Context: an optimization exercise on an open-source flow, tuned for small area, a short achievable clock period and few clock cycles. The choices shown serve that exercise and are no tape-out recipe. In this exercise RTL edits were held to simulation tests only and were not proved equivalent to the original. Power and IR drop assume default switching activity.

Design multicycle_core, start of the top module:
module multicycle_core #(
  parameter int DATA_W     = 32,
  parameter int IMEM_DEPTH = 16,
  parameter int DMEM_DEPTH = 16,
  parameter int MAX_INSTR  = 256
) (
  input  logic                          clk,
  input  logic                          rst,
  input  logic                          start,
  output logic                          busy,
  output logic                          done,
  output logic                          err,
  input  logic                          imem_we,
  input  logic [$clog2(IMEM_DEPTH)-1:0] imem_addr,
  input  logic [33:0]                   imem_wdata,
  output logic [$clog2(IMEM_DEPTH)-1:0] pc,
  input  logic [4:0]                    probe_reg_addr,
  output logic [DATA_W-1:0]             probe_reg_data,
  input  logic [$clog2(DMEM_DEPTH)-1:0] probe_dm_addr,
  output logic [DATA_W-1:0]             probe_dm_data
);
Size: about 5200 cells after synthesis, about 2200 flip-flops, about 120 I/O pins, ~0.087 mm² of cells after synthesis.
export LEC_CHECK = 0
export ABC_CLOCK_PERIOD_IN_PS = 5000
export CAP_MARGIN = 20
export CELL_PAD_IN_SITES_GLOBAL_PLACEMENT = 2
export CORE_MARGIN = 2
export CORE_UTILIZATION = 50
export CTS_BUF_LIST = sky130_fd_sc_hd__clkbuf_16
export CTS_CLUSTER_DIAMETER = 80
export CTS_CLUSTER_SIZE = 20
export PLACE_DENSITY = 0.65
export SETUP_SLACK_MARGIN = 5
export SLEW_MARGIN = 20
export SYNTH_HIERARCHICAL = 1
export SYNTH_MINIMUM_KEEP_SIZE = 0
create_clock -name core_clock -period 12.0 [get_ports {clk}]
run.sh (not shown) runs the stock make flow with config.mk's settings and CLKGATE_MAP_FILE= SYNTH_SCRIPT=/design/flow/synth_recipe.tcl, a recipe that flattens the netlist after the stock synthesis.
The first run finished with timing, DRC and antenna clean.
Testbench counts at the start, summed over its fixed seeds: cycles 31,375.
Next try:
CORE_UTILIZATION = 60   (was 50)
CTS_CLUSTER_DIAMETER = 100   (was 80)
CTS_CLUSTER_SIZE = 28   (was 20)
PLACE_DENSITY = 0.75   (was 0.65)
What happened:
- The new run produced a clean layout
- cell count came out lower by about 6%
- die area drops by about 17%
- design area goes down by about 2.6%
- total power goes down by about 5.6%
- area after synthesis stays the same

---

Another version of the RTL of multicycle_core (not shown whole).
Size: about 2300 flip-flops, roughly 120 I/O pins, roughly 0.090 mm2 of cells after synthesis.
// multicycle_core
module multicycle_core #(
  parameter int DATA_W     = 32,
  parameter int IMEM_DEPTH = 16,
  parameter int DMEM_DEPTH = 16,
  parameter int MAX_INSTR  = 256
) (
  input  logic                          clk,
  input  logic                          rst,
  input  logic                          start,
  output logic                          busy,
  output logic                          done,
  output logic                          err,
  input  logic                          imem_we,
  input  logic [$clog2(IMEM_DEPTH)-1:0] imem_addr,
  input  logic [33:0]                   imem_wdata,
  output logic [$clog2(IMEM_DEPTH)-1:0] pc,
  input  logic [4:0]                    probe_reg_addr,
  output logic [DATA_W-1:0]             probe_reg_data,
  input  logic [$clog2(DMEM_DEPTH)-1:0] probe_dm_addr,
  output logic [DATA_W-1:0]             probe_dm_data
);
make LEC_CHECK=0 ABC_CLOCK_PERIOD_IN_PS=5000 CAP_MARGIN=20 CELL_PAD_IN_SITES_GLOBAL_PLACEMENT=2 CORE_MARGIN=2 CORE_UTILIZATION=50 CTS_BUF_LIST=sky130_fd_sc_hd__clkbuf_16 CTS_CLUSTER_DIAMETER=100 CTS_CLUSTER_SIZE=30 PLACE_DENSITY=0.65 SETUP_SLACK_MARGIN=5 SLEW_MARGIN=20 SYNTH_HIERARCHICAL=1 SYNTH_MINIMUM_KEEP_SIZE=0 finish   # period 12.0 ns
Testbench counts at the start, summed over its fixed seeds: cycles 31,375.
Edit:
Settings changed: CORE_UTILIZATION 50 to 45, CTS_BUF_LIST sky130_fd_sc_hd__clkbuf_16 to not set, CTS_CLUSTER_DIAMETER 100 to not set, CTS_CLUSTER_SIZE 30 to not set, PLACE_DENSITY 0.65 to 0.6.
Design area came out higher by about 5.6%.
Setup slack gets worse by 96 ps.
Cell count grows by about 7.5%.
Global-route usage shrinks by 2.0 points.
Die area grows by about 11%.
Synthesized area does not change.
Register-to-register slack loses 170 ps.
Count of clock-buffer cells in the layout goes up by 214.
Sequential power barely changes.
Power increases by about 15%.

==> re-timing with driven ports <==
The results above use ideal ports. As a check the final layouts listed here were re-extracted and re-timed, cells and wires unchanged. Step 1 (the two cells are an assumption about what drives the block):
set clk [get_ports {clk}]
set_driving_cell -lib_cell sky130_fd_sc_hd__clkbuf_16 $clk
set_driving_cell -lib_cell sky130_fd_sc_hd__buf_2 [delete_from_list [all_inputs] $clk]
Step 2 adds t to the input delays and takes it off the output delays; t is the mean of the earliest and latest rising clock arrival at the registers after step 1. Input paths then give back, and output paths get back, about the clock's delay inside the block. a / b / c = ideal / step 1 / step 2; a / b = the first two.
| run | t (ns) | slack for setup (ns) | clock arrival spread, ns |
|---|---|---|---|
| the first run of note 1 | 0.907 | 4.982 / 4.961 / 4.456 | 0.038 / 0.039 |
| the second run of note 1 | 0.830 | 4.976 / 4.955 / 4.287 | 0.055 / 0.055 |
| the first run of note 2 | 0.854 | 5.026 / 5.005 / 4.616 | 0.054 / 0.054 |
| the second run of note 2 | 0.948 | 4.930 / 4.988 / 4.040 | 0.039 / 0.038 |
After both steps every run listed still meets setup and hold. The setup slack of the second run of note 2, which loses most, moves by +0.058 ns with the drivers and by -0.890 ns with both steps.
